This is an optimization exercise on Yosys and OpenROAD, whose aim is small area, a short achievable clock period and few clock cycles per item, not a production implementation.
Function was checked by simulation only, so behaviour that the tests miss may differ from the original.
Power is estimated from default activity; no workload was simulated.

`flow/design.v`:
```
package vector_floating_point_divide_unit_iterative_pkg;
  localparam logic [2:0] ZERO   = 3'd0;
  localparam logic [2:0] NORMAL = 3'd1;
  localparam logic [2:0] INF    = 3'd2;
  localparam logic [2:0] QNAN   = 3'd3;
  localparam logic [2:0] SNAN   = 3'd4;
  localparam int FF_NV = 4;
  localparam int FF_DZ = 3;
  localparam int FF_OF = 2;
  localparam int FF_UF = 1;
  localparam int FF_NX = 0;
  localparam logic [1:0] IDLE   = 2'd0;
  localparam logic [1:0] DIVIDE = 2'd1;
  localparam logic [1:0] ROUND  = 2'd2;
  localparam logic [1:0] DONE   = 2'd3;
  localparam logic [31:0] FP32_CANONICAL_NAN  = 32'h7FC00000;
  localparam int          FP32_BIAS           = 127;
  localparam int          FP32_DIV_ITERATIONS = 26;
  function automatic logic [2:0] fp32_classify(input logic [31:0] x);
    logic [2:0] c;
    if (x[30:23] == 8'h00)      c = ZERO;
    else if (x[30:23] == 8'hFF) c = (x[22:0] == 23'd0) ? INF :
                                    (x[22] ? QNAN : SNAN);
    else                        c = NORMAL;
    fp32_classify = c;
  endfunction
endpackage
module fp32_divide_lane (
  input  logic        clock,
  input  logic        load,
  input  logic        step,
  input  logic        fin1,
  input  logic        round,
  input  logic [30:0] op_a,
  input  logic [30:0] op_b,
  input  logic        sign_in,
  output logic [31:0] result,
  output logic [4:0]  flags
);
  localparam int NV = vector_floating_point_divide_unit_iterative_pkg::FF_NV;
  localparam int DZ = vector_floating_point_divide_unit_iterative_pkg::FF_DZ;
  localparam int OF = vector_floating_point_divide_unit_iterative_pkg::FF_OF;
  localparam int UF = vector_floating_point_divide_unit_iterative_pkg::FF_UF;
  localparam int NX = vector_floating_point_divide_unit_iterative_pkg::FF_NX;
  logic [26:0] s_q, c_q;   
  logic [22:0] d_q;        
  logic [25:0] q_q;        
  logic [22:0] rf_q;       
  logic        neg_q, nz_q;  
  logic [9:0]  e_q;        
  logic        h_q;        
  logic        s_sign_q;
  logic        sp_nan_q, sp_inf_q, sp_zero_q, sp_nv_q, sp_dz_q;
  logic        rs_q;
  logic [7:0]  re_q;
  logic a_zero, a_inf, a_nan, a_snan, b_zero, b_inf, b_nan, b_snan;
  logic a_ff, b_ff, a_fz, b_fz;
  assign a_ff   = &op_a[30:23];
  assign b_ff   = &op_b[30:23];
  assign a_fz   = ~|op_a[22:0];
  assign b_fz   = ~|op_b[22:0];
  assign a_zero = ~|op_a[30:23];
  assign b_zero = ~|op_b[30:23];
  assign a_inf  = a_ff & a_fz;
  assign b_inf  = b_ff & b_fz;
  assign a_nan  = a_ff & ~a_fz;
  assign b_nan  = b_ff & ~b_fz;
  assign a_snan = a_nan & ~op_a[22];
  assign b_snan = b_nan & ~op_b[22];
  logic p_nan, p_inf, p_zero, p_nv, p_dz, p_invalid;
  assign p_invalid = (a_zero & b_zero) | (a_inf & b_inf);
  assign p_nan  = a_nan | b_nan | p_invalid;
  assign p_nv   = a_snan | b_snan | p_invalid;
  assign p_inf  = ~p_nan & (a_inf | b_zero);
  assign p_dz   = ~p_nan & ~a_inf & b_zero;
  assign p_zero = ~p_nan & ~a_inf & ~b_zero & (a_zero | b_inf);
  logic [9:0] e_in;
  assign e_in = {2'b00, op_a[30:23]} - {2'b00, op_b[30:23]} + 10'd126;
  logic h_in;
  assign h_in = (op_a[22:20] <= op_b[22:20]);
  function automatic logic [3:0] sel_digit(input logic [2:0] dh, input logic [6:0] e);
    logic [3:0] r;
    case ({dh, e})
      10'd3: r = 4'b0100;
      10'd4: r = 4'b0100;
      10'd5: r = 4'b0100;
      10'd6: r = 4'b0100;
      10'd7: r = 4'b0100;
      10'd8: r = 4'b0100;
      10'd9: r = 4'b0100;
      10'd10: r = 4'b0100;
      10'd11: r = 4'b0100;
      10'd12: r = 4'b1000;
      10'd13: r = 4'b1000;
      10'd14: r = 4'b1000;
      10'd15: r = 4'b1000;
      10'd16: r = 4'b1000;
      10'd17: r = 4'b1000;
      10'd18: r = 4'b1000;
      10'd19: r = 4'b1000;
      10'd20: r = 4'b1000;
      10'd21: r = 4'b1000;
      10'd22: r = 4'b1000;
      10'd23: r = 4'b1000;
      10'd24: r = 4'b1000;
      10'd25: r = 4'b1000;
      10'd26: r = 4'b1000;
      10'd27: r = 4'b1000;
      10'd28: r = 4'b1000;
      10'd29: r = 4'b1000;
      10'd30: r = 4'b1000;
      10'd31: r = 4'b1000;
      10'd32: r = 4'b1000;
      10'd33: r = 4'b1000;
      10'd34: r = 4'b1000;
      10'd35: r = 4'b1000;
      10'd36: r = 4'b1000;
      10'd37: r = 4'b1000;
      10'd38: r = 4'b1000;
      10'd39: r = 4'b1000;
      10'd40: r = 4'b1000;
      10'd41: r = 4'b1000;
      10'd42: r = 4'b1000;
      10'd43: r = 4'b1000;
      10'd44: r = 4'b1000;
      10'd45: r = 4'b1000;
      10'd46: r = 4'b1000;
      10'd47: r = 4'b1000;
      10'd48: r = 4'b1000;
      10'd49: r = 4'b1000;
      10'd50: r = 4'b1000;
      10'd51: r = 4'b1000;
      10'd52: r = 4'b1000;
      10'd53: r = 4'b1000;
      10'd54: r = 4'b1000;
      10'd55: r = 4'b1000;
      10'd56: r = 4'b1000;
      10'd57: r = 4'b1000;
      10'd58: r = 4'b1000;
      10'd59: r = 4'b1000;
      10'd60: r = 4'b1000;
      10'd61: r = 4'b1000;
      10'd62: r = 4'b1000;
      10'd63: r = 4'b1000;
      10'd64: r = 4'b0001;
      10'd65: r = 4'b0001;
      10'd66: r = 4'b0001;
      10'd67: r = 4'b0001;
      10'd68: r = 4'b0001;
      10'd69: r = 4'b0001;
      10'd70: r = 4'b0001;
      10'd71: r = 4'b0001;
      10'd72: r = 4'b0001;
      10'd73: r = 4'b0001;
      10'd74: r = 4'b0001;
      10'd75: r = 4'b0001;
      10'd76: r = 4'b0001;
      10'd77: r = 4'b0001;
      10'd78: r = 4'b0001;
      10'd79: r = 4'b0001;
      10'd80: r = 4'b0001;
      10'd81: r = 4'b0001;
      10'd82: r = 4'b0001;
      10'd83: r = 4'b0001;
      10'd84: r = 4'b0001;
      10'd85: r = 4'b0001;
      10'd86: r = 4'b0001;
      10'd87: r = 4'b0001;
      10'd88: r = 4'b0001;
      10'd89: r = 4'b0001;
      10'd90: r = 4'b0001;
      10'd91: r = 4'b0001;
      10'd92: r = 4'b0001;
      10'd93: r = 4'b0001;
      10'd94: r = 4'b0001;
      10'd95: r = 4'b0001;
      10'd96: r = 4'b0001;
      10'd97: r = 4'b0001;
      10'd98: r = 4'b0001;
      10'd99: r = 4'b0001;
      10'd100: r = 4'b0001;
      10'd101: r = 4'b0001;
      10'd102: r = 4'b0001;
      10'd103: r = 4'b0001;
      10'd104: r = 4'b0001;
      10'd105: r = 4'b0001;
      10'd106: r = 4'b0001;
      10'd107: r = 4'b0001;
      10'd108: r = 4'b0001;
      10'd109: r = 4'b0001;
      10'd110: r = 4'b0001;
      10'd111: r = 4'b0001;
      10'd112: r = 4'b0001;
      10'd113: r = 4'b0001;
      10'd114: r = 4'b0001;
      10'd115: r = 4'b0010;
      10'd116: r = 4'b0010;
      10'd117: r = 4'b0010;
      10'd118: r = 4'b0010;
      10'd119: r = 4'b0010;
      10'd120: r = 4'b0010;
      10'd121: r = 4'b0010;
      10'd122: r = 4'b0010;
      10'd132: r = 4'b0100;
      10'd133: r = 4'b0100;
      10'd134: r = 4'b0100;
      10'd135: r = 4'b0100;
      10'd136: r = 4'b0100;
      10'd137: r = 4'b0100;
      10'd138: r = 4'b0100;
      10'd139: r = 4'b0100;
      10'd140: r = 4'b0100;
      10'd141: r = 4'b0100;
      10'd142: r = 4'b1000;
      10'd143: r = 4'b1000;
      10'd144: r = 4'b1000;
      10'd145: r = 4'b1000;
      10'd146: r = 4'b1000;
      10'd147: r = 4'b1000;
      10'd148: r = 4'b1000;
      10'd149: r = 4'b1000;
      10'd150: r = 4'b1000;
      10'd151: r = 4'b1000;
      10'd152: r = 4'b1000;
      10'd153: r = 4'b1000;
      10'd154: r = 4'b1000;
      10'd155: r = 4'b1000;
      10'd156: r = 4'b1000;
      10'd157: r = 4'b1000;
      10'd158: r = 4'b1000;
      10'd159: r = 4'b1000;
      10'd160: r = 4'b1000;
      10'd161: r = 4'b1000;
      10'd162: r = 4'b1000;
      10'd163: r = 4'b1000;
      10'd164: r = 4'b1000;
      10'd165: r = 4'b1000;
      10'd166: r = 4'b1000;
      10'd167: r = 4'b1000;
      10'd168: r = 4'b1000;
      10'd169: r = 4'b1000;
      10'd170: r = 4'b1000;
      10'd171: r = 4'b1000;
      10'd172: r = 4'b1000;
      10'd173: r = 4'b1000;
      10'd174: r = 4'b1000;
      10'd175: r = 4'b1000;
      10'd176: r = 4'b1000;
      10'd177: r = 4'b1000;
      10'd178: r = 4'b1000;
      10'd179: r = 4'b1000;
      10'd180: r = 4'b1000;
      10'd181: r = 4'b1000;
      10'd182: r = 4'b1000;
      10'd183: r = 4'b1000;
      10'd184: r = 4'b1000;
      10'd185: r = 4'b1000;
      10'd186: r = 4'b1000;
      10'd187: r = 4'b1000;
      10'd188: r = 4'b1000;
      10'd189: r = 4'b1000;
      10'd190: r = 4'b1000;
      10'd191: r = 4'b1000;
      10'd192: r = 4'b0001;
      10'd193: r = 4'b0001;
      10'd194: r = 4'b0001;
      10'd195: r = 4'b0001;
      10'd196: r = 4'b0001;
      10'd197: r = 4'b0001;
      10'd198: r = 4'b0001;
      10'd199: r = 4'b0001;
      10'd200: r = 4'b0001;
      10'd201: r = 4'b0001;
      10'd202: r = 4'b0001;
      10'd203: r = 4'b0001;
      10'd204: r = 4'b0001;
      10'd205: r = 4'b0001;
      10'd206: r = 4'b0001;
      10'd207: r = 4'b0001;
      10'd208: r = 4'b0001;
      10'd209: r = 4'b0001;
      10'd210: r = 4'b0001;
      10'd211: r = 4'b0001;
      10'd212: r = 4'b0001;
      10'd213: r = 4'b0001;
      10'd214: r = 4'b0001;
      10'd215: r = 4'b0001;
      10'd216: r = 4'b0001;
      10'd217: r = 4'b0001;
      10'd218: r = 4'b0001;
      10'd219: r = 4'b0001;
      10'd220: r = 4'b0001;
      10'd221: r = 4'b0001;
      10'd222: r = 4'b0001;
      10'd223: r = 4'b0001;
      10'd224: r = 4'b0001;
      10'd225: r = 4'b0001;
      10'd226: r = 4'b0001;
      10'd227: r = 4'b0001;
      10'd228: r = 4'b0001;
      10'd229: r = 4'b0001;
      10'd230: r = 4'b0001;
      10'd231: r = 4'b0001;
      10'd232: r = 4'b0001;
      10'd233: r = 4'b0001;
      10'd234: r = 4'b0001;
      10'd235: r = 4'b0001;
      10'd236: r = 4'b0001;
      10'd237: r = 4'b0001;
      10'd238: r = 4'b0001;
      10'd239: r = 4'b0001;
      10'd240: r = 4'b0001;
      10'd241: r = 4'b0010;
      10'd242: r = 4'b0010;
      10'd243: r = 4'b0010;
      10'd244: r = 4'b0010;
      10'd245: r = 4'b0010;
      10'd246: r = 4'b0010;
      10'd247: r = 4'b0010;
      10'd248: r = 4'b0010;
      10'd249: r = 4'b0010;
      10'd260: r = 4'b0100;
      10'd261: r = 4'b0100;
      10'd262: r = 4'b0100;
      10'd263: r = 4'b0100;
      10'd264: r = 4'b0100;
      10'd265: r = 4'b0100;
      10'd266: r = 4'b0100;
      10'd267: r = 4'b0100;
      10'd268: r = 4'b0100;
      10'd269: r = 4'b0100;
      10'd270: r = 4'b0100;
      10'd271: r = 4'b1000;
      10'd272: r = 4'b1000;
      10'd273: r = 4'b1000;
      10'd274: r = 4'b1000;
      10'd275: r = 4'b1000;
      10'd276: r = 4'b1000;
      10'd277: r = 4'b1000;
      10'd278: r = 4'b1000;
      10'd279: r = 4'b1000;
      10'd280: r = 4'b1000;
      10'd281: r = 4'b1000;
      10'd282: r = 4'b1000;
      10'd283: r = 4'b1000;
      10'd284: r = 4'b1000;
      10'd285: r = 4'b1000;
      10'd286: r = 4'b1000;
      10'd287: r = 4'b1000;
      10'd288: r = 4'b1000;
      10'd289: r = 4'b1000;
      10'd290: r = 4'b1000;
      10'd291: r = 4'b1000;
      10'd292: r = 4'b1000;
      10'd293: r = 4'b1000;
      10'd294: r = 4'b1000;
      10'd295: r = 4'b1000;
      10'd296: r = 4'b1000;
      10'd297: r = 4'b1000;
      10'd298: r = 4'b1000;
      10'd299: r = 4'b1000;
      10'd300: r = 4'b1000;
      10'd301: r = 4'b1000;
      10'd302: r = 4'b1000;
      10'd303: r = 4'b1000;
      10'd304: r = 4'b1000;
      10'd305: r = 4'b1000;
      10'd306: r = 4'b1000;
      10'd307: r = 4'b1000;
      10'd308: r = 4'b1000;
      10'd309: r = 4'b1000;
      10'd310: r = 4'b1000;
      10'd311: r = 4'b1000;
      10'd312: r = 4'b1000;
      10'd313: r = 4'b1000;
      10'd314: r = 4'b1000;
      10'd315: r = 4'b1000;
      10'd316: r = 4'b1000;
      10'd317: r = 4'b1000;
      10'd318: r = 4'b1000;
      10'd319: r = 4'b1000;
      10'd320: r = 4'b0001;
      10'd321: r = 4'b0001;
      10'd322: r = 4'b0001;
      10'd323: r = 4'b0001;
      10'd324: r = 4'b0001;
      10'd325: r = 4'b0001;
      10'd326: r = 4'b0001;
      10'd327: r = 4'b0001;
      10'd328: r = 4'b0001;
      10'd329: r = 4'b0001;
      10'd330: r = 4'b0001;
      10'd331: r = 4'b0001;
      10'd332: r = 4'b0001;
      10'd333: r = 4'b0001;
      10'd334: r = 4'b0001;
      10'd335: r = 4'b0001;
      10'd336: r = 4'b0001;
      10'd337: r = 4'b0001;
      10'd338: r = 4'b0001;
      10'd339: r = 4'b0001;
      10'd340: r = 4'b0001;
      10'd341: r = 4'b0001;
      10'd342: r = 4'b0001;
      10'd343: r = 4'b0001;
      10'd344: r = 4'b0001;
      10'd345: r = 4'b0001;
      10'd346: r = 4'b0001;
      10'd347: r = 4'b0001;
      10'd348: r = 4'b0001;
      10'd349: r = 4'b0001;
      10'd350: r = 4'b0001;
      10'd351: r = 4'b0001;
      10'd352: r = 4'b0001;
      10'd353: r = 4'b0001;
      10'd354: r = 4'b0001;
      10'd355: r = 4'b0001;
      10'd356: r = 4'b0001;
      10'd357: r = 4'b0001;
      10'd358: r = 4'b0001;
      10'd359: r = 4'b0001;
      10'd360: r = 4'b0001;
      10'd361: r = 4'b0001;
      10'd362: r = 4'b0001;
      10'd363: r = 4'b0001;
      10'd364: r = 4'b0001;
      10'd365: r = 4'b0001;
      10'd366: r = 4'b0001;
      10'd367: r = 4'b0001;
      10'd368: r = 4'b0010;
      10'd369: r = 4'b0010;
      10'd370: r = 4'b0010;
      10'd371: r = 4'b0010;
      10'd372: r = 4'b0010;
      10'd373: r = 4'b0010;
      10'd374: r = 4'b0010;
      10'd375: r = 4'b0010;
      10'd376: r = 4'b0010;
      10'd377: r = 4'b0010;
      10'd388: r = 4'b0100;
      10'd389: r = 4'b0100;
      10'd390: r = 4'b0100;
      10'd391: r = 4'b0100;
      10'd392: r = 4'b0100;
      10'd393: r = 4'b0100;
      10'd394: r = 4'b0100;
      10'd395: r = 4'b0100;
      10'd396: r = 4'b0100;
      10'd397: r = 4'b0100;
      10'd398: r = 4'b0100;
      10'd399: r = 4'b0100;
      10'd400: r = 4'b1000;
      10'd401: r = 4'b1000;
      10'd402: r = 4'b1000;
      10'd403: r = 4'b1000;
      10'd404: r = 4'b1000;
      10'd405: r = 4'b1000;
      10'd406: r = 4'b1000;
      10'd407: r = 4'b1000;
      10'd408: r = 4'b1000;
      10'd409: r = 4'b1000;
      10'd410: r = 4'b1000;
      10'd411: r = 4'b1000;
      10'd412: r = 4'b1000;
      10'd413: r = 4'b1000;
      10'd414: r = 4'b1000;
      10'd415: r = 4'b1000;
      10'd416: r = 4'b1000;
      10'd417: r = 4'b1000;
      10'd418: r = 4'b1000;
      10'd419: r = 4'b1000;
      10'd420: r = 4'b1000;
      10'd421: r = 4'b1000;
      10'd422: r = 4'b1000;
      10'd423: r = 4'b1000;
      10'd424: r = 4'b1000;
      10'd425: r = 4'b1000;
      10'd426: r = 4'b1000;
      10'd427: r = 4'b1000;
      10'd428: r = 4'b1000;
      10'd429: r = 4'b1000;
      10'd430: r = 4'b1000;
      10'd431: r = 4'b1000;
      10'd432: r = 4'b1000;
      10'd433: r = 4'b1000;
      10'd434: r = 4'b1000;
      10'd435: r = 4'b1000;
      10'd436: r = 4'b1000;
      10'd437: r = 4'b1000;
      10'd438: r = 4'b1000;
      10'd439: r = 4'b1000;
      10'd440: r = 4'b1000;
      10'd441: r = 4'b1000;
      10'd442: r = 4'b1000;
      10'd443: r = 4'b1000;
      10'd444: r = 4'b1000;
      10'd445: r = 4'b1000;
      10'd446: r = 4'b1000;
      10'd447: r = 4'b1000;
      10'd448: r = 4'b0001;
      10'd449: r = 4'b0001;
      10'd450: r = 4'b0001;
      10'd451: r = 4'b0001;
      10'd452: r = 4'b0001;
      10'd453: r = 4'b0001;
      10'd454: r = 4'b0001;
      10'd455: r = 4'b0001;
      10'd456: r = 4'b0001;
      10'd457: r = 4'b0001;
      10'd458: r = 4'b0001;
      10'd459: r = 4'b0001;
      10'd460: r = 4'b0001;
      10'd461: r = 4'b0001;
      10'd462: r = 4'b0001;
      10'd463: r = 4'b0001;
      10'd464: r = 4'b0001;
      10'd465: r = 4'b0001;
      10'd466: r = 4'b0001;
      10'd467: r = 4'b0001;
      10'd468: r = 4'b0001;
      10'd469: r = 4'b0001;
      10'd470: r = 4'b0001;
      10'd471: r = 4'b0001;
      10'd472: r = 4'b0001;
      10'd473: r = 4'b0001;
      10'd474: r = 4'b0001;
      10'd475: r = 4'b0001;
      10'd476: r = 4'b0001;
      10'd477: r = 4'b0001;
      10'd478: r = 4'b0001;
      10'd479: r = 4'b0001;
      10'd480: r = 4'b0001;
      10'd481: r = 4'b0001;
      10'd482: r = 4'b0001;
      10'd483: r = 4'b0001;
      10'd484: r = 4'b0001;
      10'd485: r = 4'b0001;
      10'd486: r = 4'b0001;
      10'd487: r = 4'b0001;
      10'd488: r = 4'b0001;
      10'd489: r = 4'b0001;
      10'd490: r = 4'b0001;
      10'd491: r = 4'b0001;
      10'd492: r = 4'b0001;
      10'd493: r = 4'b0001;
      10'd494: r = 4'b0010;
      10'd495: r = 4'b0010;
      10'd496: r = 4'b0010;
      10'd497: r = 4'b0010;
      10'd498: r = 4'b0010;
      10'd499: r = 4'b0010;
      10'd500: r = 4'b0010;
      10'd501: r = 4'b0010;
      10'd502: r = 4'b0010;
      10'd503: r = 4'b0010;
      10'd504: r = 4'b0010;
      10'd517: r = 4'b0100;
      10'd518: r = 4'b0100;
      10'd519: r = 4'b0100;
      10'd520: r = 4'b0100;
      10'd521: r = 4'b0100;
      10'd522: r = 4'b0100;
      10'd523: r = 4'b0100;
      10'd524: r = 4'b0100;
      10'd525: r = 4'b0100;
      10'd526: r = 4'b0100;
      10'd527: r = 4'b0100;
      10'd528: r = 4'b0100;
      10'd529: r = 4'b0100;
      10'd530: r = 4'b1000;
      10'd531: r = 4'b1000;
      10'd532: r = 4'b1000;
      10'd533: r = 4'b1000;
      10'd534: r = 4'b1000;
      10'd535: r = 4'b1000;
      10'd536: r = 4'b1000;
      10'd537: r = 4'b1000;
      10'd538: r = 4'b1000;
      10'd539: r = 4'b1000;
      10'd540: r = 4'b1000;
      10'd541: r = 4'b1000;
      10'd542: r = 4'b1000;
      10'd543: r = 4'b1000;
      10'd544: r = 4'b1000;
      10'd545: r = 4'b1000;
      10'd546: r = 4'b1000;
      10'd547: r = 4'b1000;
      10'd548: r = 4'b1000;
      10'd549: r = 4'b1000;
      10'd550: r = 4'b1000;
      10'd551: r = 4'b1000;
      10'd552: r = 4'b1000;
      10'd553: r = 4'b1000;
      10'd554: r = 4'b1000;
      10'd555: r = 4'b1000;
      10'd556: r = 4'b1000;
      10'd557: r = 4'b1000;
      10'd558: r = 4'b1000;
      10'd559: r = 4'b1000;
      10'd560: r = 4'b1000;
      10'd561: r = 4'b1000;
      10'd562: r = 4'b1000;
      10'd563: r = 4'b1000;
      10'd564: r = 4'b1000;
      10'd565: r = 4'b1000;
      10'd566: r = 4'b1000;
      10'd567: r = 4'b1000;
      10'd568: r = 4'b1000;
      10'd569: r = 4'b1000;
      10'd570: r = 4'b1000;
      10'd571: r = 4'b1000;
      10'd572: r = 4'b1000;
      10'd573: r = 4'b1000;
      10'd574: r = 4'b1000;
      10'd575: r = 4'b1000;
      10'd576: r = 4'b0001;
      10'd577: r = 4'b0001;
      10'd578: r = 4'b0001;
      10'd579: r = 4'b0001;
      10'd580: r = 4'b0001;
      10'd581: r = 4'b0001;
      10'd582: r = 4'b0001;
      10'd583: r = 4'b0001;
      10'd584: r = 4'b0001;
      10'd585: r = 4'b0001;
      10'd586: r = 4'b0001;
      10'd587: r = 4'b0001;
      10'd588: r = 4'b0001;
      10'd589: r = 4'b0001;
      10'd590: r = 4'b0001;
      10'd591: r = 4'b0001;
      10'd592: r = 4'b0001;
      10'd593: r = 4'b0001;
      10'd594: r = 4'b0001;
      10'd595: r = 4'b0001;
      10'd596: r = 4'b0001;
      10'd597: r = 4'b0001;
      10'd598: r = 4'b0001;
      10'd599: r = 4'b0001;
      10'd600: r = 4'b0001;
      10'd601: r = 4'b0001;
      10'd602: r = 4'b0001;
      10'd603: r = 4'b0001;
      10'd604: r = 4'b0001;
      10'd605: r = 4'b0001;
      10'd606: r = 4'b0001;
      10'd607: r = 4'b0001;
      10'd608: r = 4'b0001;
      10'd609: r = 4'b0001;
      10'd610: r = 4'b0001;
      10'd611: r = 4'b0001;
      10'd612: r = 4'b0001;
      10'd613: r = 4'b0001;
      10'd614: r = 4'b0001;
      10'd615: r = 4'b0001;
      10'd616: r = 4'b0001;
      10'd617: r = 4'b0001;
      10'd618: r = 4'b0001;
      10'd619: r = 4'b0001;
      10'd620: r = 4'b0010;
      10'd621: r = 4'b0010;
      10'd622: r = 4'b0010;
      10'd623: r = 4'b0010;
      10'd624: r = 4'b0010;
      10'd625: r = 4'b0010;
      10'd626: r = 4'b0010;
      10'd627: r = 4'b0010;
      10'd628: r = 4'b0010;
      10'd629: r = 4'b0010;
      10'd630: r = 4'b0010;
      10'd631: r = 4'b0010;
      10'd645: r = 4'b0100;
      10'd646: r = 4'b0100;
      10'd647: r = 4'b0100;
      10'd648: r = 4'b0100;
      10'd649: r = 4'b0100;
      10'd650: r = 4'b0100;
      10'd651: r = 4'b0100;
      10'd652: r = 4'b0100;
      10'd653: r = 4'b0100;
      10'd654: r = 4'b0100;
      10'd655: r = 4'b0100;
      10'd656: r = 4'b0100;
      10'd657: r = 4'b0100;
      10'd658: r = 4'b0100;
      10'd659: r = 4'b1000;
      10'd660: r = 4'b1000;
      10'd661: r = 4'b1000;
      10'd662: r = 4'b1000;
      10'd663: r = 4'b1000;
      10'd664: r = 4'b1000;
      10'd665: r = 4'b1000;
      10'd666: r = 4'b1000;
      10'd667: r = 4'b1000;
      10'd668: r = 4'b1000;
      10'd669: r = 4'b1000;
      10'd670: r = 4'b1000;
      10'd671: r = 4'b1000;
      10'd672: r = 4'b1000;
      10'd673: r = 4'b1000;
      10'd674: r = 4'b1000;
      10'd675: r = 4'b1000;
      10'd676: r = 4'b1000;
      10'd677: r = 4'b1000;
      10'd678: r = 4'b1000;
      10'd679: r = 4'b1000;
      10'd680: r = 4'b1000;
      10'd681: r = 4'b1000;
      10'd682: r = 4'b1000;
      10'd683: r = 4'b1000;
      10'd684: r = 4'b1000;
      10'd685: r = 4'b1000;
      10'd686: r = 4'b1000;
      10'd687: r = 4'b1000;
      10'd688: r = 4'b1000;
      10'd689: r = 4'b1000;
      10'd690: r = 4'b1000;
      10'd691: r = 4'b1000;
      10'd692: r = 4'b1000;
      10'd693: r = 4'b1000;
      10'd694: r = 4'b1000;
      10'd695: r = 4'b1000;
      10'd696: r = 4'b1000;
      10'd697: r = 4'b1000;
      10'd698: r = 4'b1000;
      10'd699: r = 4'b1000;
      10'd700: r = 4'b1000;
      10'd701: r = 4'b1000;
      10'd702: r = 4'b1000;
      10'd703: r = 4'b1000;
      10'd704: r = 4'b0001;
      10'd705: r = 4'b0001;
      10'd706: r = 4'b0001;
      10'd707: r = 4'b0001;
      10'd708: r = 4'b0001;
      10'd709: r = 4'b0001;
      10'd710: r = 4'b0001;
      10'd711: r = 4'b0001;
      10'd712: r = 4'b0001;
      10'd713: r = 4'b0001;
      10'd714: r = 4'b0001;
      10'd715: r = 4'b0001;
      10'd716: r = 4'b0001;
      10'd717: r = 4'b0001;
      10'd718: r = 4'b0001;
      10'd719: r = 4'b0001;
      10'd720: r = 4'b0001;
      10'd721: r = 4'b0001;
      10'd722: r = 4'b0001;
      10'd723: r = 4'b0001;
      10'd724: r = 4'b0001;
      10'd725: r = 4'b0001;
      10'd726: r = 4'b0001;
      10'd727: r = 4'b0001;
      10'd728: r = 4'b0001;
      10'd729: r = 4'b0001;
      10'd730: r = 4'b0001;
      10'd731: r = 4'b0001;
      10'd732: r = 4'b0001;
      10'd733: r = 4'b0001;
      10'd734: r = 4'b0001;
      10'd735: r = 4'b0001;
      10'd736: r = 4'b0001;
      10'd737: r = 4'b0001;
      10'd738: r = 4'b0001;
      10'd739: r = 4'b0001;
      10'd740: r = 4'b0001;
      10'd741: r = 4'b0001;
      10'd742: r = 4'b0001;
      10'd743: r = 4'b0001;
      10'd744: r = 4'b0001;
      10'd745: r = 4'b0001;
      10'd746: r = 4'b0001;
      10'd747: r = 4'b0010;
      10'd748: r = 4'b0010;
      10'd749: r = 4'b0010;
      10'd750: r = 4'b0010;
      10'd751: r = 4'b0010;
      10'd752: r = 4'b0010;
      10'd753: r = 4'b0010;
      10'd754: r = 4'b0010;
      10'd755: r = 4'b0010;
      10'd756: r = 4'b0010;
      10'd757: r = 4'b0010;
      10'd758: r = 4'b0010;
      10'd759: r = 4'b0010;
      10'd773: r = 4'b0100;
      10'd774: r = 4'b0100;
      10'd775: r = 4'b0100;
      10'd776: r = 4'b0100;
      10'd777: r = 4'b0100;
      10'd778: r = 4'b0100;
      10'd779: r = 4'b0100;
      10'd780: r = 4'b0100;
      10'd781: r = 4'b0100;
      10'd782: r = 4'b0100;
      10'd783: r = 4'b0100;
      10'd784: r = 4'b0100;
      10'd785: r = 4'b0100;
      10'd786: r = 4'b0100;
      10'd787: r = 4'b0100;
      10'd788: r = 4'b1000;
      10'd789: r = 4'b1000;
      10'd790: r = 4'b1000;
      10'd791: r = 4'b1000;
      10'd792: r = 4'b1000;
      10'd793: r = 4'b1000;
      10'd794: r = 4'b1000;
      10'd795: r = 4'b1000;
      10'd796: r = 4'b1000;
      10'd797: r = 4'b1000;
      10'd798: r = 4'b1000;
      10'd799: r = 4'b1000;
      10'd800: r = 4'b1000;
      10'd801: r = 4'b1000;
      10'd802: r = 4'b1000;
      10'd803: r = 4'b1000;
      10'd804: r = 4'b1000;
      10'd805: r = 4'b1000;
      10'd806: r = 4'b1000;
      10'd807: r = 4'b1000;
      10'd808: r = 4'b1000;
      10'd809: r = 4'b1000;
      10'd810: r = 4'b1000;
      10'd811: r = 4'b1000;
      10'd812: r = 4'b1000;
      10'd813: r = 4'b1000;
      10'd814: r = 4'b1000;
      10'd815: r = 4'b1000;
      10'd816: r = 4'b1000;
      10'd817: r = 4'b1000;
      10'd818: r = 4'b1000;
      10'd819: r = 4'b1000;
      10'd820: r = 4'b1000;
      10'd821: r = 4'b1000;
      10'd822: r = 4'b1000;
      10'd823: r = 4'b1000;
      10'd824: r = 4'b1000;
      10'd825: r = 4'b1000;
      10'd826: r = 4'b1000;
      10'd827: r = 4'b1000;
      10'd828: r = 4'b1000;
      10'd829: r = 4'b1000;
      10'd830: r = 4'b1000;
      10'd831: r = 4'b1000;
      10'd832: r = 4'b0001;
      10'd833: r = 4'b0001;
      10'd834: r = 4'b0001;
      10'd835: r = 4'b0001;
      10'd836: r = 4'b0001;
      10'd837: r = 4'b0001;
      10'd838: r = 4'b0001;
      10'd839: r = 4'b0001;
      10'd840: r = 4'b0001;
      10'd841: r = 4'b0001;
      10'd842: r = 4'b0001;
      10'd843: r = 4'b0001;
      10'd844: r = 4'b0001;
      10'd845: r = 4'b0001;
      10'd846: r = 4'b0001;
      10'd847: r = 4'b0001;
      10'd848: r = 4'b0001;
      10'd849: r = 4'b0001;
      10'd850: r = 4'b0001;
      10'd851: r = 4'b0001;
      10'd852: r = 4'b0001;
      10'd853: r = 4'b0001;
      10'd854: r = 4'b0001;
      10'd855: r = 4'b0001;
      10'd856: r = 4'b0001;
      10'd857: r = 4'b0001;
      10'd858: r = 4'b0001;
      10'd859: r = 4'b0001;
      10'd860: r = 4'b0001;
      10'd861: r = 4'b0001;
      10'd862: r = 4'b0001;
      10'd863: r = 4'b0001;
      10'd864: r = 4'b0001;
      10'd865: r = 4'b0001;
      10'd866: r = 4'b0001;
      10'd867: r = 4'b0001;
      10'd868: r = 4'b0001;
      10'd869: r = 4'b0001;
      10'd870: r = 4'b0001;
      10'd871: r = 4'b0001;
      10'd872: r = 4'b0001;
      10'd873: r = 4'b0010;
      10'd874: r = 4'b0010;
      10'd875: r = 4'b0010;
      10'd876: r = 4'b0010;
      10'd877: r = 4'b0010;
      10'd878: r = 4'b0010;
      10'd879: r = 4'b0010;
      10'd880: r = 4'b0010;
      10'd881: r = 4'b0010;
      10'd882: r = 4'b0010;
      10'd883: r = 4'b0010;
      10'd884: r = 4'b0010;
      10'd885: r = 4'b0010;
      10'd886: r = 4'b0010;
      10'd902: r = 4'b0100;
      10'd903: r = 4'b0100;
      10'd904: r = 4'b0100;
      10'd905: r = 4'b0100;
      10'd906: r = 4'b0100;
      10'd907: r = 4'b0100;
      10'd908: r = 4'b0100;
      10'd909: r = 4'b0100;
      10'd910: r = 4'b0100;
      10'd911: r = 4'b0100;
      10'd912: r = 4'b0100;
      10'd913: r = 4'b0100;
      10'd914: r = 4'b0100;
      10'd915: r = 4'b0100;
      10'd916: r = 4'b0100;
      10'd917: r = 4'b0100;
      10'd918: r = 4'b1000;
      10'd919: r = 4'b1000;
      10'd920: r = 4'b1000;
      10'd921: r = 4'b1000;
      10'd922: r = 4'b1000;
      10'd923: r = 4'b1000;
      10'd924: r = 4'b1000;
      10'd925: r = 4'b1000;
      10'd926: r = 4'b1000;
      10'd927: r = 4'b1000;
      10'd928: r = 4'b1000;
      10'd929: r = 4'b1000;
      10'd930: r = 4'b1000;
      10'd931: r = 4'b1000;
      10'd932: r = 4'b1000;
      10'd933: r = 4'b1000;
      10'd934: r = 4'b1000;
      10'd935: r = 4'b1000;
      10'd936: r = 4'b1000;
      10'd937: r = 4'b1000;
      10'd938: r = 4'b1000;
      10'd939: r = 4'b1000;
      10'd940: r = 4'b1000;
      10'd941: r = 4'b1000;
      10'd942: r = 4'b1000;
      10'd943: r = 4'b1000;
      10'd944: r = 4'b1000;
      10'd945: r = 4'b1000;
      10'd946: r = 4'b1000;
      10'd947: r = 4'b1000;
      10'd948: r = 4'b1000;
      10'd949: r = 4'b1000;
      10'd950: r = 4'b1000;
      10'd951: r = 4'b1000;
      10'd952: r = 4'b1000;
      10'd953: r = 4'b1000;
      10'd954: r = 4'b1000;
      10'd955: r = 4'b1000;
      10'd956: r = 4'b1000;
      10'd957: r = 4'b1000;
      10'd958: r = 4'b1000;
      10'd959: r = 4'b1000;
      10'd960: r = 4'b0001;
      10'd961: r = 4'b0001;
      10'd962: r = 4'b0001;
      10'd963: r = 4'b0001;
      10'd964: r = 4'b0001;
      10'd965: r = 4'b0001;
      10'd966: r = 4'b0001;
      10'd967: r = 4'b0001;
      10'd968: r = 4'b0001;
      10'd969: r = 4'b0001;
      10'd970: r = 4'b0001;
      10'd971: r = 4'b0001;
      10'd972: r = 4'b0001;
      10'd973: r = 4'b0001;
      10'd974: r = 4'b0001;
      10'd975: r = 4'b0001;
      10'd976: r = 4'b0001;
      10'd977: r = 4'b0001;
      10'd978: r = 4'b0001;
      10'd979: r = 4'b0001;
      10'd980: r = 4'b0001;
      10'd981: r = 4'b0001;
      10'd982: r = 4'b0001;
      10'd983: r = 4'b0001;
      10'd984: r = 4'b0001;
      10'd985: r = 4'b0001;
      10'd986: r = 4'b0001;
      10'd987: r = 4'b0001;
      10'd988: r = 4'b0001;
      10'd989: r = 4'b0001;
      10'd990: r = 4'b0001;
      10'd991: r = 4'b0001;
      10'd992: r = 4'b0001;
      10'd993: r = 4'b0001;
      10'd994: r = 4'b0001;
      10'd995: r = 4'b0001;
      10'd996: r = 4'b0001;
      10'd997: r = 4'b0001;
      10'd998: r = 4'b0001;
      10'd999: r = 4'b0010;
      10'd1000: r = 4'b0010;
      10'd1001: r = 4'b0010;
      10'd1002: r = 4'b0010;
      10'd1003: r = 4'b0010;
      10'd1004: r = 4'b0010;
      10'd1005: r = 4'b0010;
      10'd1006: r = 4'b0010;
      10'd1007: r = 4'b0010;
      10'd1008: r = 4'b0010;
      10'd1009: r = 4'b0010;
      10'd1010: r = 4'b0010;
      10'd1011: r = 4'b0010;
      10'd1012: r = 4'b0010;
      10'd1013: r = 4'b0010;
      default: r = 4'b0000;
    endcase
    sel_digit = r;
  endfunction
  logic [3:0] dg_q;        
  logic qpos, qneg, qone, qtwo;
  assign qpos = dg_q[3] | dg_q[2];
  assign qneg = dg_q[1] | dg_q[0];
  assign qone = dg_q[2] | dg_q[1];
  assign qtwo = dg_q[3] | dg_q[0];
  logic [26:0] mag, addend;
  assign mag    = ({27{qone}} & {3'b000, 1'b1, d_q}) | ({27{qtwo}} & {2'b00, 1'b1, d_q, 1'b0});
  assign addend = qpos ? ~mag : mag;
  logic [26:0] sum, cy;
  assign sum = s_q ^ c_q ^ addend;
  assign cy  = (s_q & c_q) | (s_q & addend) | (c_q & addend);
  logic [26:0] mag_t, addend_t;
  logic [24:17] sum_t, cy_t;
  assign mag_t    = mag;
  assign addend_t = addend;
  assign sum_t    = s_q[24:17] ^ c_q[24:17] ^ addend_t[24:17];
  assign cy_t     = (s_q[24:17] & c_q[24:17]) | (s_q[24:17] & addend_t[24:17]) | (c_q[24:17] & addend_t[24:17]);
  logic [6:0] est_n, est_ld;
  logic [3:0] dg_n, dg_ld;
  assign est_n  = sum_t[24:18] + cy_t[23:17];
  assign dg_n   = sel_digit(d_q[22:20], est_n);
  assign est_ld = h_in ? {2'b00, 1'b1, op_a[22:19]} : {3'b000, 1'b1, op_a[22:20]};
  assign dg_ld  = sel_digit(op_b[22:20], est_ld);
  logic [25:0] q_dec;
  logic [1:0]  dig;
  assign q_dec = q_q - 26'd1;
  assign dig   = {qtwo | (qone & qneg), qone};
  logic        neg, nz, neg_c, nz_c;
  logic [26:0] wsum;
  assign wsum  = s_q + c_q;
  assign neg_c = wsum[26];
  assign nz_c  = ((s_q ^ c_q) != {(s_q[25:0] | c_q[25:0]), 1'b0});
  assign neg   = fin1 ? neg_c : neg_q;
  assign nz    = fin1 ? nz_c  : nz_q;
  logic        lead1, norm, r, xb, lsb, up, inexact;
  logic [22:0] frac, fr, fr_inc;
  logic [23:0] inc_a, inc_b;
  logic        c_inc, c;
  logic [9:0]  e0, e_inc, e_fin;
  logic        ovf, unf, ovf0, unf0, ovf1, unf1;
  logic [31:0] rnd_res;
  logic [4:0]  rnd_flags;
  always_comb begin
    lead1   = q_q[25];
    norm    = ~h_q | lead1;
    frac    = lead1 ? q_q[24:2] : q_q[23:1];
    r       = lead1 ? q_q[1]    : q_q[0];
    xb      = lead1 & q_q[0];
    lsb     = frac[0];
    up      = r & (xb | (~neg & (lsb | nz)));
    inexact = r | xb | nz;
    inc_a   = {1'b0, q_q[24:2]} + 24'd1;
    inc_b   = {1'b0, q_q[23:1]} + 24'd1;
    {c_inc, fr_inc} = lead1 ? inc_a : inc_b;
    fr      = up ? fr_inc : frac;
    c       = up & c_inc;
    e0      = e_q + {9'd0, norm};
    e_inc   = e0 + 10'd1;
    ovf0    = ($signed(e0) >= 10'sd255);
    unf0    = ($signed(e0) <= 10'sd0);
    ovf1    = ($signed(e_inc) >= 10'sd255);
    unf1    = ($signed(e_inc) <= 10'sd0);
    e_fin   = c ? e_inc : e0;
    ovf     = c ? ovf1 : ovf0;
    unf     = c ? unf1 : unf0;
    rnd_flags = '0;
    if (sp_nan_q) begin
      rnd_res       = 32'h7FC00000;
      rnd_flags[NV] = sp_nv_q;
    end else if (sp_inf_q) begin
      rnd_res       = {s_sign_q, 8'hFF, 23'd0};
      rnd_flags[DZ] = sp_dz_q;
    end else if (sp_zero_q) begin
      rnd_res       = {s_sign_q, 31'd0};
    end else if (ovf) begin
      rnd_res       = {s_sign_q, 8'hFF, 23'd0};
      rnd_flags[OF] = 1'b1;
      rnd_flags[NX] = 1'b1;
    end else if (unf) begin
      rnd_res       = {s_sign_q, 31'd0};
      rnd_flags[UF] = 1'b1;
      rnd_flags[NX] = 1'b1;
    end else begin
      rnd_res       = {s_sign_q, e_fin[7:0], fr};
      rnd_flags[NX] = inexact;
    end
  end
  assign flags = rnd_flags;
  always_ff @(posedge clock) begin
    if (load) begin
      s_q   <= h_in ? {2'b00, 1'b1, op_a[22:0], 1'b0} : {3'b000, 1'b1, op_a[22:0]};
      c_q   <= '0;
      dg_q  <= dg_ld;
    end else begin
      s_q   <= {sum[24:0], 2'b00};
      c_q   <= {cy[23:0], qpos, 2'b00};
      dg_q  <= dg_n;
    end
  end
  always_ff @(posedge clock) begin
    if (load) begin
      d_q       <= op_b[22:0];
      e_q       <= e_in;
      h_q       <= h_in;
      s_sign_q  <= sign_in;
      sp_nan_q  <= p_nan;
      sp_inf_q  <= p_inf;
      sp_zero_q <= p_zero;
      sp_nv_q   <= p_nv;
      sp_dz_q   <= p_dz;
    end
    if (step) q_q <= qneg ? {q_dec[23:0], dig} : {q_q[23:0], dig};
    if (fin1) begin
      neg_q <= neg_c;
      nz_q  <= nz_c;
    end
    if (round) begin
      rf_q <= rnd_res[22:0];
      re_q <= rnd_res[30:23];
      rs_q <= rnd_res[31];
    end
  end
  assign result = {rs_q, re_q, rf_q};
endmodule
module vector_floating_point_divide_unit_iterative #(
  parameter int VLEN = 128,
  parameter int SEW  = 32
) (
  input  logic            clock,
  input  logic            reset,
  input  logic            flush,
  input  logic            in_valid,
  output logic            in_ready,
  input  logic            reverse,
  input  logic [VLEN-1:0] vs2,
  input  logic [VLEN-1:0] vs1,
  output logic            out_valid,
  input  logic            out_ready,
  output logic [VLEN-1:0] vd,
  output logic [4:0]      fflags
);
  localparam int NUM_LANES = VLEN / SEW;
  localparam int STEPS     = 13;
  if (SEW != 32) begin : g_sew_chk
    $error("vector divider supports SEW=32 only");
  end
  if (VLEN % 32 != 0) begin : g_vlen_chk
    $error("VLEN must be a multiple of 32");
  end
  logic       idle_q;
  logic       it_q;
  logic       fin_q;
  logic       fin1_q;     
  logic [3:0] cnt_q;
  logic       ov_q;
  logic       ready, accept, last, round_now, it_d, fin_d;
  assign ready     = idle_q | (fin_q & ~ov_q);
  assign in_ready  = ready;
  assign out_valid = ov_q;
  assign accept    = ready & in_valid & ~flush;
  assign last      = (cnt_q == 4'(STEPS - 1));
  assign round_now = fin_q & (~ov_q | out_ready);
  assign it_d      = accept | (it_q & ~last);
  assign fin_d     = (it_q & last) | (fin_q & ~round_now);
  always_ff @(posedge clock or posedge reset) begin
    if (reset) begin
      idle_q <= 1'b0;
      it_q   <= 1'b0;
      fin_q  <= 1'b0;
      fin1_q <= 1'b0;
      cnt_q  <= '0;
      ov_q   <= 1'b0;
    end else if (flush) begin
      idle_q <= 1'b1;
      it_q   <= 1'b0;
      fin_q  <= 1'b0;
      fin1_q <= 1'b0;
      cnt_q  <= '0;
      ov_q   <= 1'b0;
    end else begin
      it_q   <= it_d;
      fin_q  <= fin_d;
      fin1_q <= it_q & last;
      idle_q <= ~it_d & ~fin_d;
      if (it_q) cnt_q <= last ? 4'd0 : cnt_q + 4'd1;
      if (round_now)      ov_q <= 1'b1;
      else if (out_ready) ov_q <= 1'b0;
    end
  end
  logic [NUM_LANES-1:0][31:0] lane_res;
  logic [NUM_LANES-1:0][4:0]  lane_flags;
  logic [4:0]                 flags_or;
  for (genvar i = 0; i < NUM_LANES; i++) begin : g_lane
    logic [30:0] op_a, op_b;
    assign op_a = reverse ? vs1[32*i +: 31] : vs2[32*i +: 31];
    assign op_b = reverse ? vs2[32*i +: 31] : vs1[32*i +: 31];
    assign vd[32*i +: 32] = lane_res[i];
    fp32_divide_lane u_lane (
      .clock    (clock),
      .load     (ready),
      .step     (it_q),
      .fin1     (fin1_q),
      .round    (round_now),
      .op_a     (op_a),
      .op_b     (op_b),
      .sign_in  (vs1[32*i+31] ^ vs2[32*i+31]),
      .result   (lane_res[i]),
      .flags    (lane_flags[i])
    );
  end
  always_comb begin
    flags_or = '0;
    for (int i = 0; i < NUM_LANES; i++) flags_or = flags_or | lane_flags[i];
  end
  always_ff @(posedge clock) begin
    if (round_now) fflags <= flags_or;
  end
endmodule
```
`flow/flow/run.sh`:
```
#!/bin/bash
set -o pipefail
cp standard.sh standard_sh.txt
export BUFFER_PORTS_ARGS="-buffer_cell sky130_fd_sc_hd__buf_1"
bash standard.sh > standard.log 2>&1
```
`flow/standard.sh`:
```
#!/bin/bash
# synth_recipe.tcl (not shown) runs the flow's synth.tcl, then flattens the netlist and writes it again
# the make line also repeats each setting of config.mk as NAME=value (left out here)
make -C /OpenROAD-flow-scripts/flow DESIGN_CONFIG=/design/flow/config.mk WORK_HOME=/design/flow/orfs CLKGATE_MAP_FILE= SYNTH_SCRIPT=/design/flow/synth_recipe.tcl "${@:-finish}"
```
`flow/config.mk`:
```
export PLATFORM = sky130hd
export DESIGN_NAME = vector_floating_point_divide_unit_iterative
export DESIGN_NICKNAME = vector_floating_point_divide_unit_iterative
export VERILOG_FILES = /design/flow/design.v
export SDC_FILE = /design/flow/constraint.sdc
export NUM_CORES = 4
export LEC_CHECK = 0
export CAP_MARGIN = 20
export CORE_MARGIN = 2
export CORE_UTILIZATION = 45
export CTS_CLUSTER_DIAMETER = 80
export CTS_CLUSTER_SIZE = 20
export SETUP_SLACK_MARGIN = 2.0
export SLEW_MARGIN = 20
export TNS_END_PERCENT = 0
```
`flow/constraint.sdc`:
```
create_clock -name core_clock -period 5.5 [get_ports {clock}]
set_input_delay 1.1000 -clock core_clock [delete_from_list [all_inputs] [get_ports {clock}]]
set_output_delay 1.1000 -clock core_clock [all_outputs]
set_load 0.01 [all_outputs]
```
==> results.yml, run 1 <==
timing:
  clock.fmax_mhz: 267
  hold_viol: 0
  period_share_pct: 68.2
  tns_ps: 0
  rsz0062_at_grt: "yes"
  worst_pin_slew_ps: 1260
  setup_violations: 0
  fin_crit_ps: 3750
  maxSlewViolCount: 0
  slew_headroom_pct: 16.3
  skew_ps: 40.7
place:
  hpwl_um: 97500
  port_buffers: 396
  gp_congestion: 0.904
yosys:
  ys_async_sr_fraction_pct: 1.41
  synth.yosys.seq_area_share_pct: 36.1
  ys.flop_type: "edfxtp_1"
  synth_area_per_cell_um2: 9.41
  synth_edf_count: 397
  synth_cells: 4951
  ys_ff_latch: 638
  synth_cell_type_count: 100
  synth_area_um2: 46600
  synth_nets: 5614
  yosys_warnings: 2
drt:
  drt-vias-per-instance: 5.51
  dr_total_vias: 37000
  postRouteAntennaNets: 0
  post_drt_wl_per_cell_um: 19.4
  wl_um: 130000
  dr.pass1.iters: 5
  first_iter_violations: 2905
  drc_errors: 0
critical_path:
  cpPeakStageDelay_ps: 490
  startpoint: "g_lane[0].u_lane.q_q[25]"
  reg2reg_depth: 13
  cp_num_cells: 13
  path_delay_family: "simple AND/OR/NAND/NOR gates"
  critPathBufInv: 1
  path_cells: "inv_4, nand2_1, ha_1, ha_2, ha_4, nand2_1, o31a_1, or2_2, o2111a_1, o21ai_2, and3_4, a31oi_1, or4b_1"
  crit_slowest_cell: "or4b_1"
  path_common_cell: "nand2_1"
  crit_type: "flop to flop"
  crit_path_end_kind: "flop"
  cp.required_ps: 5900
  worstPathArrival_ps: 4150
  worstPathMaxFanout: 7
  setup.worst_path.start_class: "flop"
  reg2reg_from: "g_lane[0].u_lane.q_q[25]"
cts:
  cts_buffer_depth: 3
  clockRootBuffer: "clkbuf_16"
  cts_tree: "done"
  numCtsBuffers: 48
  cts.sinks: 638
  cts-htree-levels: 2
  clock_latency_ps: 660
  clkTransAtPathRegs_ps: 80
job:
  maxCapViolCount: 0
cells_and_area:
  final_cell_mix: "nor2_1 (451), edfxtp_1 (397), buf_1 (395)"
  area_growth_pct: 13.1
  drive_gt1_share_pct: 10.2
  fillCellCount: 9723
  layout.nets: 5947
  layout_commonest_cell: "nor2_1"
grt:
  track_usage_pct: 24.0
  grt_start_max_net_pins: 190
  overflow: 0
  grt_pass1_wl_um: 203000
  grt_pass1_vias: 36000
  antenna_found_initial: 14
die:
  die_x_um: 326
  rows: 118
  top_level_ports: 397
  initial_utilization_pct: 45.2
  dieArea_um2: 106000
  dieHeight_um: 326
  coreArea_um2: 103000
pwr:
  power_mw: 30.9
  ir_drop_v: 0.000637
  leakage_nw: 20.4
  power_density_nw_per_um2: 586
hold_path:
  holdCritPathClass: "input pin to asynchronous set/reset pin"
outcome:
  status: "finished clean"
==> sequential cells by signal (all words and copies together), names as in the netlist, 5 cells and up <==
signal / cells
g_lane.u_lane.d_q: 92
g_lane.u_lane.rf_q: 92
fflags: 5
g_lane.u_lane.dg_q: 16
g_lane.u_lane.q_q: 104
g_lane.u_lane.e_q: 40
g_lane.u_lane.c_q: 100
g_lane.u_lane.re_q: 32
g_lane.u_lane.s_q: 108
==> metrics by stage <==
step / hold WS (ps) / setup slack [ps] / cell area, µm² / cells / utilization (%)
3_3_place_gp: 472 / 721 / 49400 / 6544 / 47.9
5_1_grt: 383 / 1540 / 52600 / 6709 / 51.1
3_5_place_dp: 476 / 682 / 49400 / 6544 / 47.9
2_1_floorplan: 438 / 898 / 46600 / 4951 / -
4_1_cts: 323 / 1820 / 52400 / 6698 / 50.8
6_report: 368 / 1750 / 52600 / 6713 / 51.1
==> cells in the mapped netlist (30+ instances only) <==
cell | number | area [µm²]
nor2_1 | 455 | 1710
mux2_2 | 113 | 1270
a21o_1 | 31 | 233
fa_1 | 96 | 1920
or3_1 | 30 | 188
mux2i_1 | 247 | 2470
nand2_1 | 322 | 1210
and2_1 | 56 | 350
ha_1 | 305 | 3820
a211oi_1 | 61 | 458
nand2b_1 | 46 | 288
xnor2_1 | 317 | 2780
inv_1 | 386 | 1450
nor4_1 | 83 | 519
nor2b_1 | 44 | 275
a22oi_1 | 93 | 698
xor2_1 | 228 | 2000
a21oi_1 | 295 | 1480
dfxtp_1 | 232 | 4640
nand4_1 | 96 | 601
nand3_1 | 107 | 536
o21ai_0 | 156 | 781
nor3_1 | 115 | 576
clkbuf_1 | 166 | 623
buf_2 | 52 | 260
edfxtp_1 | 397 | 11900
==> cell type report <==
| class | count | area (µm²) | area share [%] |
|---|---|---|---|
| Antenna cell | 9 | 22.5 | 0.0428 |
| Clock buffer | 66 | 1400 | 2.67 |
| Clock inverter | 24 | 282 | 0.535 |
| Inverter | 387 | 1470 | 2.79 |
| Multi-Input combinational cell | 3688 | 28300 | 53.8 |
| Sequential cell | 638 | 16800 | 32.0 |
| Tap cell | 1380 | 1730 | 3.28 |
| Timing Repair Buffer | 521 | 2580 | 4.90 |
==> report_power, final <==
group          total [mW]  switching (mW)  internal, mW  leakage (nW)
clock                3.94            1.98          1.95         0.828
sequential           6.98           0.846          6.13          5.88
combinational        19.9            11.5          8.48          13.7
==> routing by layer <==
metal | up-vias | global-route usage [%] | wire length, µm
met1 | 17800 | 34.2 | 61000
met2 | 975 | 38.5 | 59000
met5 | - | 0 | 27
met4 | 4 | 5.81 | 2710
met3 | 144 | 3.36 | 7470
li1 | 18100 | - | -
==> cell families after synthesis <==
kind of cell	synth area share, %
AND/OR/NAND/NOR	16.0
buffers and inverters	5.32
flip-flops	36.1
AO/OA/AOI/OAI	11.9
adder cells (fa/ha/maj)	12.3
XOR/XNOR	10.3
multiplexers	8.09
==> timing repair <==
| item | CTS | global route |
|---|---|---|
| buffers inserted | 56 | 5 |
| gates resized for setup | 186 | 47 |
| pin swaps | 51 | 20 |
| hold buffers | 0 | 0 |
| endpoints found under the setup margin | 207 | 212 |
| gates cloned | 8 | 1 |
==> path summary, 6_finish.rpt <==
| path | endpoint | slack (ps) |
|---|---|---|
| min in group core_clock | g_lane[3].u_lane.neg_q | 490 |
| max | fflags[0] | 1750 |
| min | cnt_q[3] | 370 |
| max reg2reg | fflags[0] | 1750 |
| max in group asynchronous | it_q | 4840 |
| min reg2reg | g_lane[3].u_lane.neg_q | 490 |
Testbench counts, summed over its fixed seeds: cycles 26,904, items 1,920.
==> inputs of run 2 (changes only) <==
--- a/flow/config.mk
+++ b/flow/config.mk
@@ -7,7 +7,7 @@
 export LEC_CHECK = 0
 export CAP_MARGIN = 20
 export CORE_MARGIN = 2
-export CORE_UTILIZATION = 45
+export CORE_UTILIZATION = 50
 export CTS_CLUSTER_DIAMETER = 80
 export CTS_CLUSTER_SIZE = 20
 export SETUP_SLACK_MARGIN = 2.0
==> results.yml, run 2 <==
pwr:
  p_int_mw: 17.8
  power_density_nw_per_um2: 612
  p_comb_share_pct: 66.6
  p_sw_share_pct: 45.7
  pwr-share-clk_pct: 12.0
  netSwitchingPower_mw: 14.9
  leakage_nw: 20.8
  seq_power_share_pct: 21.4
  ir_drop_v: 0.000671
yosys:
  ys.flop_type: "edfxtp_1"
  synth_cell_type_count: 100
  synth_nets: 5614
  yosys_warnings: 2
  synth_area_per_cell_um2: 9.41
  ys_async_sr_fraction_pct: 1.41
  ys_ff_latch: 638
  yosys-top-cells-count: "nor2_1 (455), edfxtp_1 (397), inv_1 (386), nand2_1 (322), xnor2_1 (317)"
  synth_cells: 4951
  synth_area_um2: 46600
  yosysMostFrequentCell: "nor2_1"
  synth_top_area_share_pct: 25.6
  synth.yosys.seq_area_share_pct: 36.1
  synth_edf_count: 397
  netlist_top_cells_area: "edfxtp_1 (26%), dfxtp_1 (10%), ha_1 (8.2%)"
  synth_area_leader_cell: "edfxtp_1"
timing:
  maxSlewViolCount: 0
  worst_pin_slew_ps: 1110
  setup_violations: 0
  hold_viol: 0
  fin_crit_ps: 3700
  skew_ps: 35.3
  clock.fmax_mhz: 270
  rsz0062_at_grt: "yes"
  tns_ps: 0
  period_share_pct: 67.3
  slew_headroom_pct: 25.7
cts:
  cts_tree: "done"
  clkTransAtPathRegs_ps: 90
  cts.sinks: 638
  cts_buffer_depth: 3
  numCtsBuffers: 47
  clock_latency_ps: 650
  clockRootBuffer: "clkbuf_16"
  cts-htree-levels: 2
critical_path:
  r2r_slack_ps: 1800
  worstPathMaxFanout: 3
  crit_path_end_kind: "flop"
  critPathBufInv: 1
  r2r-end: "fflags[0]"
  setup.worst_path.start_class: "flop"
  worstPathArrival_ps: 4090
  cpPeakStageDelay_ps: 450
  path_cells: "inv_1, ha_4, nand4_1, and4bb_1, nor3b_1, a21oi_2, o211ai_4, o31a_1, or3_4, mux2i_4, o22a_2, or4b_1"
  crit_slowest_cell: "or3_4"
  crit_type: "flop to flop"
  reg2reg_from: "g_lane[2].u_lane.c_q[23]"
  reg2reg_depth: 12
  path_delay_family: "simple AND/OR/NAND/NOR gates"
  cp.required_ps: 5880
grt:
  grt_pass1_vias: 35200
  antenna_found_initial: 5
  grt_start_max_net_pins: 190
  overflow: 0
  track_usage_pct: 26.3
  grt_pass1_wl_um: 198000
die:
  dieHeight_um: 309
  coreArea_um2: 91900
  rows: 111
  initial_utilization_pct: 50.6
  top_level_ports: 397
  dieArea_um2: 95600
  die_x_um: 309
cells_and_area:
  reg_top3: "g_lane.u_lane.s_q: 108 flops, g_lane.u_lane.q_q: 104 flops, g_lane.u_lane.c_q: 100 flops"
  fillCellCount: 8367
  largest-register: "g_lane.u_lane.s_q"
  post-route-util_pct: 58.1
  area_growth_pct: 14.7
  layout_commonest_cell: "nor2_1"
  largest_reg_flops: 108
  layout.nets: 5984
  final_cell_mix: "nor2_1 (449), edfxtp_1 (397), buf_1 (395)"
  drive_gt1_share_pct: 12.0
drt:
  postRouteAntennaNets: 0
  first_iter_violations: 2330
  dr.pass1.iters: 5
  dr_total_vias: 37200
  post_drt_wl_per_cell_um: 19.7
  drt-vias-per-instance: 5.63
  wl_um: 130000
  drc_errors: 0
place:
  port_buffers: 396
  hpwl_um: 96000
  gp_congestion: 0.916
outcome:
  status: "finished clean"
job:
  maxCapViolCount: 0
hold_path:
  holdCritPathClass: "input pin to asynchronous set/reset pin"
## run 2: cell count changes in the layout (fill, tap and decap cells not counted), moves of 5 or more
cell,delta
a21oi_1,-6
buf_4,+29
clkbuf_16,+5
diode_2,-7
ha_1,-14
ha_4,+11
inv_1,-6
inv_2,+7
nand2b_1,-5
o21ai_0,-11
o21ai_1,+8
## run 2: cells by family (layout without fill, tap and decap cells)
family | Yosys count | in the layout | share of synthesized area [%]
xor gates and xnor gates | 547 | 547 | 10.3
and+or+nand+nor | 1505 | 1510 | 16.0
buffers and inverters | 631 | 1034 | 5.32
other | 0 | 2 | 0
adders and majority gates | 401 | 401 | 12.3
AOI/OAI and AO/OA | 868 | 868 | 11.9
DFF | 638 | 638 | 36.1
muxes | 361 | 361 | 8.09
## run 2: metal layers
metal,GRT usage (%),up-vias,wire (µm)
li1,-,18200,-
met1,37.8,17800,60600
met2,41.8,1033,59000
met3,3.57,148,7730
met4,6.19,6,2870
met5,0,-,43
## run 2: how the worst max path moves through the flow
stage | slack [ps] | depth (start not counted) | start | end
after floorplan | 900 | 16 | reverse | g_lane[0].u_lane.dg_q[2]
after global placement | 810 | 10 | reverse | g_lane[2].u_lane.sp_nv_q
after detailed placement | 760 | 11 | reverse | g_lane[2].u_lane.sp_nv_q
after CTS | 1810 | 18 | g_lane[0].u_lane.dg_q[3] | g_lane[0].u_lane.dg_q[1]
after global routing | 1590 | 15 | g_lane[0].u_lane.q_q[25] | g_lane[0].u_lane.rf_q[5]
final | 1800 | 12 | g_lane[2].u_lane.c_q[23] | fflags[0]
## run 2: metrics by stage
step	cells	worst slack, ps	power, mW	hold WS (ps)	cell area [µm²]
floorplan	4951	898	20.0	438	46600
global placement	6411	815	23.8	452	49200
detailed placement	6411	762	24.0	461	49200
CTS	6561	1810	30.6	362	52300
global route	6603	1590	35.2	386	53400
finish	6604	1800	32.7	391	53400
## run 2: repair_timing
| action | in CTS | in global routing |
|---|---|---|
| pin swaps | 66 | 83 |
| buffers inserted | 57 | 35 |
| setup endpoints to repair | 178 | 208 |
| cloned | 6 | 6 |
| hold buffers | 0 | 0 |
| gates resized for setup | 207 | 143 |
## run 2: cell type report
cell class,instances,area [µm²],share of cell area [%]
Multi-Input combinational cell,3687,28800,54.0
Sequential cell,638,16800,31.5
Timing Repair Buffer,560,3040,5.69
Tap cell,1243,1560,2.91
Inverter,387,1470,2.75
Clock buffer,62,1370,2.56
Clock inverter,25,304,0.569
Antenna cell,2,5.00,0.00937
## run 2: power by group through the flow
stage / Combinational (mW) / Sequential, mW / Clock, mW
final: 21.8 / 6.98 / 3.94
after global routing: 24.0 / 7.11 / 4.17
after CTS: 19.6 / 6.96 / 4.02
after detailed placement: 16.9 / 7.04 / 0
after global placement: 16.8 / 7.03 / 0
after floorplan: 13.3 / 6.68 / 0
==> inputs of run 3 (changes only) <==
--- a/flow/config.mk
+++ b/flow/config.mk
@@ -10,6 +10,6 @@
 export CORE_UTILIZATION = 50
 export CTS_CLUSTER_DIAMETER = 80
 export CTS_CLUSTER_SIZE = 20
-export SETUP_SLACK_MARGIN = 2.0
+export SETUP_SLACK_MARGIN = 2.2
 export SLEW_MARGIN = 20
 export TNS_END_PERCENT = 0
==> results.yml, run 3 <==
outcome:
  status: "finished clean"
cells_and_area:
  final_cell_mix: "nor2_1 (450), edfxtp_1 (397), buf_1 (395)"
  layout.nets: 5943
  largest-register: "g_lane.u_lane.s_q"
  stdcell_count: 6565
  area_growth_pct: 12.6
  drive_gt1_share_pct: 10.2
  reg_top3: "g_lane.u_lane.s_q: 108 flops, g_lane.u_lane.q_q: 104 flops, g_lane.u_lane.c_q: 100 flops"
  layout_commonest_cell: "nor2_1"
  post-route-util_pct: 57.0
  largest_reg_flops: 108
hold_path:
  holdCritPathClass: "input pin to asynchronous set/reset pin"
yosys:
  synth_cell_type_count: 100
  ys_async_sr_fraction_pct: 1.41
  synth_area_per_cell_um2: 9.41
  synth_area_um2: 46600
  ys.flop_type: "edfxtp_1"
  synth_nets: 5614
  synth_cells: 4951
  yosysMostFrequentCell: "nor2_1"
  netlist_top_cells_area: "edfxtp_1 (26%), dfxtp_1 (10%), ha_1 (8.2%)"
  synth_top_area_share_pct: 25.6
  yosys_warnings: 2
  synth_area_leader_cell: "edfxtp_1"
  yosys-top-cells-count: "nor2_1 (455), edfxtp_1 (397), inv_1 (386), nand2_1 (322), xnor2_1 (317)"
  ys_ff_latch: 638
  synth.yosys.seq_area_share_pct: 36.1
  synth_edf_count: 397
die:
  rows: 111
  dieHeight_um: 309
  dieArea_um2: 95600
  initial_utilization_pct: 50.6
  top_level_ports: 397
  coreArea_um2: 91900
  die_x_um: 309
critical_path:
  worstPathArrival_ps: 4410
  crit_path_end_kind: "flop"
  path_cells: "or2_4, a22oi_2, xor2_2, fa_1, ha_2, inv_2, fa_2, inv_2, a21oi_2, o21bai_1, xor2_1, buf_4, o211ai_1, a21boi_2, o221a_2, o22ai_2, and2_1"
  r2r-end: "g_lane[0].u_lane.dg_q[1]"
  setup.worst_path.start_class: "flop"
  crit_type: "flop to flop"
  cpPeakStageDelay_ps: 560
  reg2reg_from: "g_lane[0].u_lane.dg_q[1]"
  path_common_cell: "inv_2"
  cp.required_ps: 6050
  reg2reg_depth: 17
  r2r_slack_ps: 1640
  crit_slowest_cell: "fa_1"
  worstPathMaxFanout: 6
timing:
  worst_pin_slew_ps: 1270
  fin_hold_ws_ps: 406
  clock.fmax_mhz: 259
  maxSlewViolCount: 0
  hold_viol: 0
  period_share_pct: 70.2
  tns_ps: 0
  setup_ws_ps: 1640
  setup_violations: 0
  fin_crit_ps: 3860
  rsz0062_at_grt: "yes"
  slew_headroom_pct: 15.3
  skew_ps: 30.4
grt:
  antenna_found_initial: 11
  grtUsageMet2_pct: 42.5
  met3_usage_pct: 3.88
  grt_start_max_net_pins: 191
  top_usage_layer: "met2"
  track_usage_pct: 26.4
  overflow: 0
  met1_usage_pct: 37.5
  grt_pass1_wl_um: 199000
  grt_pass1_vias: 35600
drt:
  wl_um: 128000
  drt-vias-per-instance: 5.62
  dr.pass1.iters: 6
  first_iter_violations: 2682
  dr_total_vias: 36900
  post_drt_wl_per_cell_um: 19.5
  drc_errors: 0
  postRouteAntennaNets: 0
place:
  port_buffers: 396
  hpwl_um: 96500
  place_inst: 6412
  gp_congestion: 0.919
  place_ws_ps: 790
cts:
  cts_tree: "done"
  clockRootBuffer: "clkbuf_16"
  clock_latency_ps: 660
  clkTransAtPathRegs_ps: 80
  cts_buffer_depth: 3
  numCtsBuffers: 48
  cts.sinks: 638
  postCtsHoldBufs: 0
  cts-htree-levels: 2
pwr:
  ir_drop_v: 0.000566
  leakage_nw: 20.4
  power_density_nw_per_um2: 590
job:
  maxCapViolCount: 0
run 3: how the worst max path moves through the flow:
stage / slack, ps / to / from / cells after the start
after CTS: 1790 / g_lane[0].u_lane.dg_q[1] / g_lane[0].u_lane.dg_q[1] / 17
after floorplan: 1430 / g_lane[0].u_lane.e_q[9] / reverse / 18
after global routing: 1540 / g_lane[0].u_lane.dg_q[1] / g_lane[0].u_lane.dg_q[1] / 17
after detailed placement: 790 / g_lane[1].u_lane.sp_dz_q / reverse / 10
after global placement: 820 / g_lane[1].u_lane.sp_dz_q / reverse / 10
final: 1640 / g_lane[0].u_lane.dg_q[1] / g_lane[0].u_lane.dg_q[1] / 17
run 3: report_power, final:
group          internal (mW)  switching (mW)  leakage [nW]
Combinational           8.56            11.6          13.7
Sequential              6.13           0.871          5.88
Clock                   1.83            1.98         0.786
Total                   16.5            14.4          20.4
run 3: cell families (layout without fill, tap and decap cells):
| group | count (synthesis) | after routing | synth area share, % |
|---|---|---|---|
| mux | 361 | 361 | 8.09 |
| buf+inv | 631 | 990 | 5.32 |
| simple gates | 1505 | 1510 | 16.0 |
| compound gates | 868 | 868 | 11.9 |
| fa+ha+maj | 401 | 401 | 12.3 |
| other cells | 0 | 5 | 0 |
| xor+xnor | 547 | 549 | 10.3 |
| flops | 638 | 638 | 36.1 |
run 3: what timing repair did:
action                     CTS  global route
pin swaps                   41            30
gates cloned                 7             2
buffers inserted            41            10
setup endpoints to repair  278           277
gates resized for setup    169            71
run 3: worst max-delay path: cells and delay by family, from the launching register on:
kind	cells	cell delay, ps
compound gates	7	1240
flops	1	350
fa+ha+maj	3	1200
buf+inv	3	300
xor+xnor	2	210
simple gates	2	450
run 3: area by class of cell:
type,count,area [µm²]
inverter,387,1460
timing repair buffer,516,2510
multi-input combinational,3689,28500
antenna,5,12.5
clock buffer,57,1280
clock inverter,30,334
sequential,638,16800
tap,1243,1560
fill,8351,39500
run 3: per-stage QoR:
stage | total power [mW] | instance area [µm²]
finish | 30.9 | 52400
global placement | 23.9 | 49300
floorplan | 20.0 | 46700
global route | 33.4 | 52400
detailed placement | 23.9 | 49300
CTS | 29.6 | 52000
run 3: per-layer routing:
metal	routed length [µm]	vias to the layer above
li1	-	18100
met1	59600	17700
met2	58200	968
met3	7580	158
met4	2830	8
met5	39	-

==> what the ideal ports hide <==
Ports are ideal in the flow. The routed layouts listed here were re-timed in OpenROAD.
Step 1 (the two cells are an assumption about what drives the block):
set clk [get_ports {clock}]
set_driving_cell -lib_cell sky130_fd_sc_hd__clkbuf_16 $clk
set_driving_cell -lib_cell sky130_fd_sc_hd__buf_2 [delete_from_list [all_inputs] $clk]
Step 2, shift: input delay + t, output delay - t, t = (earliest + latest rising clock arrival at the registers) / 2. This alone moves slack from input paths to output paths.
Three values: ideal ports, drivers, drivers and shift; two values: the first two.
| run | shift t [ns] | setup WS [ns] | clock arrival spread, ns | slew at the worst register clock pin (ns) | cell pins on the clock port's net |
|---|---|---|---|---|---|
| run 1 | 0.717 | 1.751 / 1.751 / 1.195 | 0.050 / 0.050 | 0.09 / 0.09 | 1 |
| run 2 | 0.704 | 1.798 / 1.798 / 1.211 | 0.037 / 0.037 | 0.09 / 0.09 | 1 |
| run 3 | 0.714 | 1.640 / 1.640 / 1.140 | 0.033 / 0.033 | 0.09 / 0.09 | 1 |
After both steps every run listed still meets setup and hold. For run 2, which loses most, drivers alone change the setup slack by 0.000 ns; drivers and shift together by -0.587 ns.
